From an optimization exercise on the open Yosys and OpenROAD flow, aimed at small area; shortcuts taken in it are not production practice. Function was checked by simulation only, so behaviour that the tests miss may differ from the original. Power and IR drop assume default switching activity.

==> flow/design.v <==
package apb_pkg;
  localparam int APB_ADDR_W = 32;
  localparam int APB_DATA_W = 32;
  localparam logic [APB_DATA_W-1:0] APB_ERR_RDATA = 32'hDEAD_BEEF;
  localparam logic [29:0] APB_ID_PREFIX = 30'h296C_0000;
endpackage
module apb_slave_regbank
#(
  parameter logic [1:0]  SLAVE_ID    = 2'd2,
  parameter int unsigned WAIT_CYCLES = 1,
  parameter int unsigned NUM_REGS    = 64
) (
  input  logic                           pclk,
  input  logic                           presetn,
  input  logic                           psel,
  input  logic                           penable,
  input  logic                           pwrite,
  input  logic [apb_pkg::APB_ADDR_W-1:0] paddr,
  input  logic [apb_pkg::APB_DATA_W-1:0] pwdata,
  output logic [apb_pkg::APB_DATA_W-1:0] prdata,
  output logic                           pready,
  output logic                           pslverr
);
  localparam int DW     = apb_pkg::APB_DATA_W;
  localparam int NSLOT  = 63;
  localparam logic [DW-1:0] ID_VALUE = {apb_pkg::APB_ID_PREFIX, SLAVE_ID};
  localparam logic [1:0] S_IDLE  = 2'd0;
  localparam logic [1:0] S_SETUP = 2'd1;
  localparam logic [1:0] S_WAIT  = 2'd2;
  localparam logic [1:0] S_RESP  = 2'd3;
  logic [1:0]    state_q;
  logic [1:0]    state_d;
  logic          misal_q;     
  logic          id_q;        
  logic          write_q;
  logic [DW-1:0] data_q;      
  logic [DW-1:0] prdata_q;
  logic          pready_q;
  logic          pslverr_q;
  logic [5:0]    rot_q;       
  logic [5:0]    pos_q;       
  logic [1:0]    clr_q;       
  logic          wpend_q;     
  logic          cap_en;
  logic          resp_d;
  logic          err_misalign;
  logic          err_any;
  logic          wr_cond;
  logic          wr_active;
  logic          rd_ok;
  logic          clear;
  logic [5:0]    rot_next;
  logic [6:0]    cap_sum;
  logic [5:0]    cap_pos;
  logic [NSLOT-1:0] pos_hot;
  logic          rd_slot;
  logic [DW-1:0] wd;
  logic [DW-1:0] wd_n;
  logic [DW-1:0] rd_const;
  logic [DW-1:0] rd_value;
  assign cap_en = (state_q == S_IDLE) && psel && !penable;
  always_comb begin
    state_d = S_IDLE;
    case (state_q)
      S_IDLE:  state_d = cap_en ? S_SETUP : S_IDLE;
      S_SETUP: state_d = !psel ? S_IDLE : (penable ? S_WAIT : S_SETUP);
      S_WAIT:  state_d = psel ? S_RESP : S_IDLE;
      default: state_d = S_IDLE;
    endcase
  end
  assign resp_d = (state_q == S_WAIT) && psel;
  assign err_misalign = misal_q;
  assign err_any      = err_misalign || (write_q && id_q);
  assign wr_cond      = write_q && !err_any;
  assign wr_active = presetn && wr_cond &&
                     (resp_d || (state_q == S_RESP) || wpend_q);
  assign rd_ok = presetn && resp_d && !write_q;
  assign rot_next = (rot_q == 6'(NSLOT - 1)) ? '0 : rot_q + 6'd1;
  assign cap_sum  = 7'(paddr[7:2]) + 7'(rot_next);
  always_comb begin
    if (cap_sum == 7'd0) begin
      cap_pos = 6'(NSLOT - 1);
    end else if (cap_sum > 7'(NSLOT)) begin
      cap_pos = 6'(cap_sum - 7'(NSLOT) - 7'd1);
    end else begin
      cap_pos = 6'(cap_sum - 7'd1);
    end
  end
  always_comb begin
    for (int s = 0; s < NSLOT; s++) begin
      pos_hot[s] = (pos_q == 6'(s));
    end
  end
  assign rd_slot  = rd_ok && !err_misalign && !id_q;
  assign rd_const = ({DW{rd_ok && err_misalign}} & apb_pkg::APB_ERR_RDATA)
                  | ({DW{rd_ok && !err_misalign && id_q}} & ID_VALUE);
  assign clear = !presetn || (clr_q != 2'd0);
  assign wd    = data_q & {DW{!clear}};
  assign wd_n  = ~wd;
  logic [DW-1:0] slot_q [NSLOT];
  for (genvar s = 0; s < NSLOT; s++) begin : g_slot
    localparam int PREV = (s + NSLOT - 1) % NSLOT;
    localparam int SEG  = s / 3;
    if (s % 3 == 0) begin : g_port
      logic load;
      logic hold;
      assign load = clear || (wr_active && pos_hot[PREV]);
      assign hold = !load;
      for (genvar b = 0; b < DW; b++) begin : g_bit
        if (SEG == 0) begin : g_keep
          apb_portbit u_bit (
            .clk  (pclk),
            .hold (hold),
            .load (load),
            .prev (slot_q[PREV][b]),
            .d    (wd[b]),
            .q    (slot_q[s][b])
          );
        end else begin : g_inv
          apb_portbit_n u_bit (
            .clk  (pclk),
            .hold (hold),
            .load (load),
            .prev (slot_q[PREV][b]),
            .d    ((SEG % 2 == 1) ? wd[b] : wd_n[b]),
            .q    (slot_q[s][b])
          );
        end
      end
    end else begin : g_shift
      always_ff @(posedge pclk) begin
        slot_q[s] <= slot_q[PREV];
      end
    end
  end
  logic [DW-1:0]   tap_value;
  logic            at_tap;
  assign at_tap = !pos_q[0];
  for (genvar b = 0; b < DW; b++) begin : g_rd
    logic [7:0]  grp_n;
    logic [4:0]  grp_i;
    for (genvar g = 0; g < 7; g++) begin : g_grp
      localparam int S0 = 6 * ((3*g)   / 2) + 2 * ((3*g)   % 2);
      localparam int S1 = 6 * ((3*g+1) / 2) + 2 * ((3*g+1) % 2);
      localparam int S2 = 6 * ((3*g+2) / 2) + 2 * ((3*g+2) % 2);
      apb_rdsel3 u_sel (
        .s   ({pos_hot[S2], pos_hot[S1], pos_hot[S0]}),
        .d   ({slot_q[S2][b], slot_q[S1][b], slot_q[S0][b]}),
        .y_n (grp_n[g])
      );
    end
    assign grp_n[7] = !(pos_hot[62] && slot_q[62][b]);
    for (genvar h = 0; h < 5; h++) begin : g_grpi
      localparam int S0 = 12 * h + 4;
      localparam int S1 = 12 * h + 10;
      apb_rdsel2i u_sel (
        .s_n ({!pos_hot[S1], !pos_hot[S0]}),
        .d_n ({slot_q[S1][b], slot_q[S0][b]}),
        .y   (grp_i[h])
      );
    end
    assign tap_value[b] = !(&grp_n) || (|grp_i);
  end
  assign rd_value = ({DW{rd_slot}} & (at_tap ? tap_value : data_q)) | rd_const;
  logic stage_en;
  logic data_st;
  logic data_hold;
  assign stage_en  = ((state_q == S_SETUP) || (state_q == S_WAIT)) && !write_q;
  assign data_st   = stage_en && !clear;
  assign data_hold = !(cap_en || stage_en);
  for (genvar b = 0; b < DW; b++) begin : g_data
    apb_databit u_bit (
      .clk  (pclk),
      .ld   (cap_en),
      .st   (data_st),
      .hold (data_hold),
      .d    (pwdata[b]),
      .t    (tap_value[b]),
      .q    (data_q[b])
    );
  end
  always_ff @(posedge pclk) begin
    if (!presetn) begin
      state_q   <= S_IDLE;
      pready_q  <= 1'b0;
      pslverr_q <= 1'b0;
      rot_q     <= '0;
      clr_q     <= 2'd2;
      wpend_q   <= 1'b0;
    end else begin
      state_q   <= state_d;
      pready_q  <= resp_d;
      pslverr_q <= resp_d && err_any;
      rot_q     <= rot_next;
      clr_q     <= (clr_q != 2'd0) ? clr_q - 2'd1 : 2'd0;
      wpend_q   <= (state_q == S_RESP) && wr_cond;
    end
  end
  always_ff @(posedge pclk) begin
    prdata_q <= rd_value;
  end
  always_ff @(posedge pclk) begin
    if (cap_en) begin
      pos_q   <= cap_pos;
    end else begin
      pos_q   <= (pos_q == 6'(NSLOT - 1)) ? '0 : pos_q + 6'd1;
    end
  end
  always_ff @(posedge pclk) begin
    if (cap_en) begin
      misal_q <= (paddr[1:0] != 2'b00);
      id_q    <= (paddr[7:2] == 6'd0);
      write_q <= pwrite;
    end
  end
  assign prdata  = prdata_q;
  assign pready  = pready_q;
  assign pslverr = pslverr_q;
endmodule
module apb_portbit (
  input  logic clk,
  input  logic hold,
  input  logic load,
  input  logic prev,
  input  logic d,
  output logic q
);
  always_ff @(posedge clk) begin
    q <= (prev & hold) | (d & load);
  end
endmodule
module apb_rdsel3 (
  input  logic [2:0] s,
  input  logic [2:0] d,
  output logic       y_n
);
  assign y_n = !(|(s & d));
endmodule
module apb_portbit_n (
  input  logic clk,
  input  logic hold,
  input  logic load,
  input  logic prev,
  input  logic d,
  output logic q
);
  always_ff @(posedge clk) begin
    q <= !((prev | load) & (d | hold));
  end
endmodule
module apb_rdsel2i (
  input  logic [1:0] s_n,
  input  logic [1:0] d_n,
  output logic       y
);
  assign y = !(&(s_n | d_n));
endmodule
module apb_databit (
  input  logic clk,
  input  logic ld,
  input  logic st,
  input  logic hold,
  input  logic d,
  input  logic t,
  output logic q
);
  always_ff @(posedge clk) begin
    q <= (ld & d) | (st & t) | (hold & q);
  end
endmodule
==> flow/flow/run.sh <==
#!/bin/bash
# Own layout flow: the standard ORFS flow (standard.sh), with the port
# buffers that global placement inserts on every input and output made the
# smallest buffer cell (sky130_fd_sc_hd__buf_1) instead of the default pick.
# Everything else, synthesis included, is the standard flow unchanged.
# The full output of the run goes to flow_standard.log in the work folder;
# ORFS's per-step logs are under orfs/logs/.
set -euo pipefail
export BUFFER_PORTS_ARGS="-buffer_cell sky130_fd_sc_hd__buf_1"
bash standard.sh > flow_standard.log 2>&1
==> flow/standard.sh <==
#!/bin/bash
# synth_recipe.tcl (not shown) runs the flow's synth.tcl, then flattens the netlist and writes it again
# the make line also repeats each setting of config.mk as NAME=value (left out here)
make -C /OpenROAD-flow-scripts/flow DESIGN_CONFIG=/design/flow/config.mk WORK_HOME=/design/flow/orfs CLKGATE_MAP_FILE= SYNTH_SCRIPT=/design/flow/synth_recipe.tcl "${@:-finish}"
==> flow/config.mk <==
export PLATFORM = sky130hd
export DESIGN_NAME = apb_slave_regbank
export DESIGN_NICKNAME = apb_slave_regbank
export VERILOG_FILES = /design/flow/design.v
export SDC_FILE = /design/flow/constraint.sdc
export NUM_CORES = 4
export LEC_CHECK = 0
export CAP_MARGIN = 20
export CORE_MARGIN = 2
export CORE_UTILIZATION = 70
export CTS_BUF_LIST = sky130_fd_sc_hd__clkbuf_8 sky130_fd_sc_hd__clkbuf_16
export CTS_CLUSTER_DIAMETER = 80
export CTS_CLUSTER_SIZE = 30
export PLACE_DENSITY = 0.9
export SLEW_MARGIN = 20
export SYNTH_HIERARCHICAL = 1
export SYNTH_MINIMUM_KEEP_SIZE = 0
==> flow/constraint.sdc <==
create_clock -name core_clock -period 5.0 [get_ports {pclk}]
set_input_delay 1.0000 -clock core_clock [delete_from_list [all_inputs] [get_ports {pclk}]]
set_output_delay 1.0000 -clock core_clock [all_outputs]
set_load 0.01 [all_outputs]
==> impl_metrics.sql <==
INSERT INTO impl_metrics (metric_group, metric, value, unit) VALUES
('run_status', 'run_status', 'timing/DRC/antenna clean', ''),
('power_and_ir_drop', 'cellLeakagePower', '0.0225', 'uW'),
('yosys', 'synthDominantCellAreaShare', '78.5', '%'),
('global_route', 'number_of_antenna_violations_at_the_first_check_in_global_routing', '11', ''),
('drt', 'remaining_drc_errors', '0', ''),
('yosys', 'post_synth_num_cell_types', '50', ''),
('global_route', 'grt_pass1_vias', '40400', ''),
('placement', 'gp_routability_congestion', '0.939', ''),
('yosys', 'dominantRegCellSynth', 'sky130_fd_sc_hd__dfxtp_1', ''),
('drt', 'avgViaCountPerCell', '8.06', ''),
('floorplanning', 'die-height', '281', 'um'),
('yosys', 'synth.cell_area', '53500', 'sq um'),
('clock_tree', 'clock_root_cell', 'sky130_fd_sc_hd__clkbuf_16', ''),
('global_route', 'grt_start_max_net_pins', '54', ''),
('cells_and_area', 'number_of_standard_cells_in_the_final_layout_excluding_fillers', '5107', ''),
('cells_and_area', 'fillerInstances', '3696', ''),
('clock_tree', 'clkTransAtPathRegs', '0.11', 'ns'),
('floorplanning', 'top_level_ports', '103', ''),
('timing', 'timing.clock.skew', '0.0388', 'ns'),
('global_route', 'grt_use_total', '49.4', '%'),
('timing', 'tns', '0', 'ns'),
('worst_setup_path', 'critical_path_origin', 'pos_q[2]', ''),
('timing', 'fin_crit', '4.39', 'ns'),
('yosys', 'postSynth.asyncResetShare', '0', '%'),
('drt', 'first_pass_iters', '17', ''),
('global_route', 'grt.overflow.total', '0', ''),
('clock_tree', 'cts_inserted_buffers', '81', ''),
('floorplanning', 'floorplan.core_area', '75800', 'sq um'),
('worst_setup_path', 'start_kind', 'flip-flop', ''),
('cells_and_area', 'finish.net_count', '4194', ''),
('yosys', 'gate_count_post_synth', '3835', ''),
('yosys', 'netlist.top_cell.by_area', 'sky130_fd_sc_hd__dfxtp_1', ''),
('global_route', 'grt_pass1_wl', '275000', 'um'),
('power_and_ir_drop', 'power-per-cell-area', '508', 'nW/um^2'),
('drt', 'routed-via-count', '41200', ''),
('min_path', 'hold_path.class', 'flip-flop to flip-flop', ''),
('timing', 'layout_worst_path_cycle_share', '87.8', '%'),
('worst_setup_path', 'crit_arrival', '5.02', 'ns'),
('yosys', 'synthesis_stage_register_bit_count', '2102', ''),
('drt', 'detail_route.iter0.violations', '10200', ''),
('floorplanning', 'chipWidth', '281', 'um'),
('power_and_ir_drop', 'power', '29800', 'uW'),
('yosys', 'syn_nets', '3924', ''),
('yosys', 'yosys.cell_count.top_type', 'sky130_fd_sc_hd__dfxtp_1', ''),
('cells_and_area', 'finalInstanceArea', '58800', 'sq um'),
('flow_run', 'cap_viol_max_count', '0', ''),
('cells_and_area', 'fraction_of_final_layout_cells_sized_beyond_drive_strength_1', '7.70', '%'),
('yosys', 'synth-seq-area-share', '78.7', '%'),
('clock_tree', 'htreeDepth', '3', ''),
('timing', 'finalHoldViolations', '0', ''),
('cells_and_area', 'flow.area_growth_from_synthesis', '9.82', '%'),
('timing', 'max-slew-margin-rel', '12.9', '%'),
('yosys', 'post_synth.cell_area_avg', '14.0', 'sq um'),
('drt', 'finalWirelength', '199000', 'um'),
('timing', 'max_transition_viols_final', '0', ''),
('floorplanning', 'initial_core_util', '70.6', '%'),
('min_path', 'worst_hold_startpoint', 'slot_q[43][31]', ''),
('placement', 'placed_cells', '4999', ''),
('floorplanning', 'floorplan.die_area', '78700', 'sq um'),
('placement', 'dpl_worst_slack', '1.16', 'ns'),
('drt', 'avgRoutedWirePerCell', '38.9', 'um'),
('clock_tree', 'clock_tree_from_tritoncts', 'done', ''),
('clock_tree', 'clk-insertion-delay-late', '0.72', 'ns'),
('yosys', 'synth_commonest_cells', 'sky130_fd_sc_hd__dfxtp_1, sky130_fd_sc_hd__o22ai_1, sky130_fd_sc_hd__a222oi_1', ''),
('placement', 'post-dp-hpwl', '108000', 'um'),
('worst_setup_path', 'cp.required', '5.63', 'ns'),
('timing', 'grt_setup_unrepaired', 'no', ''),
('clock_tree', 'cts.sinks', '2102', ''),
('worst_setup_path', 'critical_path_peak_fanout', '18', ''),
('worst_setup_path', 'setup.worst_path.end_class', 'flip-flop', ''),
('clock_tree', 'clock_tree.buffer_depth', '3', '');
cell type report:
class                           instances  area (sq um)  area share [%]
Sequential cell                      2102         42100            71.6
Multi-Input combinational cell       1610         11400            19.4
Clock buffer                           86          2140            3.64
Timing Repair Buffer                  211          1430            2.44
Tap cell                              978          1220            2.08
Inverter                               99           372           0.632
Clock inverter                          9          90.1           0.153
Antenna cell                           12          30.0          0.0511
where the power goes:
| group | internal (uW) | switching [uW] | leakage [uW] | total [uW] |
|---|---|---|---|---|
| combinational | 656 | 2090 | 0.00415 | 2750 |
| sequential | 18100 | 816 | 0.0173 | 19000 |
| clock | 3130 | 5020 | 0.00111 | 8150 |
| total | 21900 | 7930 | 0.0225 | 29800 |
final timing paths:
| check | cells after the start | endpoint | slack, ns |
|---|---|---|---|
| setup / recovery | 10 | prdata_q[20] | 0.61 |
| hold / removal | 0 | slot_q[44][31] | 0.32 |
| setup reg to reg | 10 | prdata_q[20] | 0.61 |
| hold reg to reg | 0 | slot_q[44][31] | 0.32 |
routing by layer:
layer / part of all wire (%) / vias to the layer above / global-route usage [%]
met5: 0.21 / - / 3.19
met4: 11 / 22 / 39.1
met3: 19 / 1930 / 27.1
met2: 39 / 4960 / 67.6
met1: 30 / 19100 / 56.7
li1: - / 15200 / -
registers in the layout (all words and copies together), names as in the netlist, 2 cells and up:
signal / count
clr_q: 2
g_data.u_bit.q: 32
g_slot.g_port.g_bit.g_inv.u_bit.q: 640
g_slot.g_port.g_bit.g_keep.u_bit.q: 32
pos_q: 6
prdata_q: 32
rot_q: 6
slot_q: 1344
state_q: 2
through the flow:
stage / util, % / hold WS (ns)
after floorplan: - / 0.310
after global placement: 74.5 / 0.310
after detailed placement: 74.5 / 0.312
after CTS: 77.5 / 0.328
after global routing: 77.5 / 0.332
final: 77.5 / 0.316
layout by cell type, fill, tap and decap left out, types with 32 or more instances in the layout:
cell / count
sky130_fd_sc_hd__dfxtp_1: 2099
sky130_fd_sc_hd__o22ai_1: 804
sky130_fd_sc_hd__a222oi_1: 256
sky130_fd_sc_hd__buf_4: 121
sky130_fd_sc_hd__nand2_1: 89
sky130_fd_sc_hd__clkbuf_16: 85
sky130_fd_sc_hd__inv_1: 78
sky130_fd_sc_hd__buf_1: 78
sky130_fd_sc_hd__nor2_1: 63
sky130_fd_sc_hd__nand3_1: 45
sky130_fd_sc_hd__nand4_1: 36
sky130_fd_sc_hd__o21ai_0: 34
sky130_fd_sc_hd__mux2i_1: 34
sky130_fd_sc_hd__nor4_1: 33
sky130_fd_sc_hd__a22o_1: 33
sky130_fd_sc_hd__nand4b_1: 32
worst max-delay path, stage by stage, from the launching register on:
cell and delay (ns):
sky130_fd_sc_hd__dfxtp_1 0.81, sky130_fd_sc_hd__nor2b_1 0.63, sky130_fd_sc_hd__nand2_1 0.37, sky130_fd_sc_hd__nor2_4 0.91, sky130_fd_sc_hd__buf_4 0.43, sky130_fd_sc_hd__a222oi_1 0.18
sky130_fd_sc_hd__nand4b_1 0.24, sky130_fd_sc_hd__nor2_1 0.09, sky130_fd_sc_hd__nand3_1 0.30, sky130_fd_sc_hd__mux2i_1 0.14, sky130_fd_sc_hd__o21ai_0 0.18
per-module statistics from Yosys, one instance, submodules excluded:
| module | area, sq um | copies in the design |
|---|---|---|
| apb_databit | 33.8 | 32 |
| apb_portbit_n | 26.3 | 640 |
| apb_slave_regbank | 31500 | 1 |
| apb_rdsel3 | 10.0 | 224 |
| apb_portbit | 28.8 | 32 |
| apb_rdsel2i | 6.26 | 160 |
cells by family after synthesis:
kind of cell / after synthesis / synth area share, %
buffers and inverters: 123 / 0.869
adder cells (fa/ha/maj): 20 / 0.481
AO/OA/AOI/OAI: 1167 / 15.5
multiplexers: 34 / 0.636
XOR/XNOR: 10 / 0.164
flip-flops: 2102 / 78.7
AND/OR/NAND/NOR: 379 / 3.66

==> what the ideal ports hide <==
Ports are ideal in the flow. The routed layout listed here was re-timed in OpenROAD.
Step 1, drivers: a clkbuf_16 drives pclk and a buf_2 each remaining input, both assumed.
Step 2 also shifts input and output timing later by t, the mid clock arrival at the registers, as if the neighbouring blocks saw the same clock.
Three values: ideal ports, drivers, drivers and shift; two values: the first two.
t, ns: 0.772
setup WS [ns]: 0.612 / 0.612 / 0.612
worst hold slack (ns): 0.316 / 0.316 / 0.316
worst setup path after step 2: register to register
cell pins on the clock port's net: 1
After both steps setup and hold are still met in this run. The setup slack of this run moves by 0.000 ns with the drivers and by 0.000 ns with both steps.
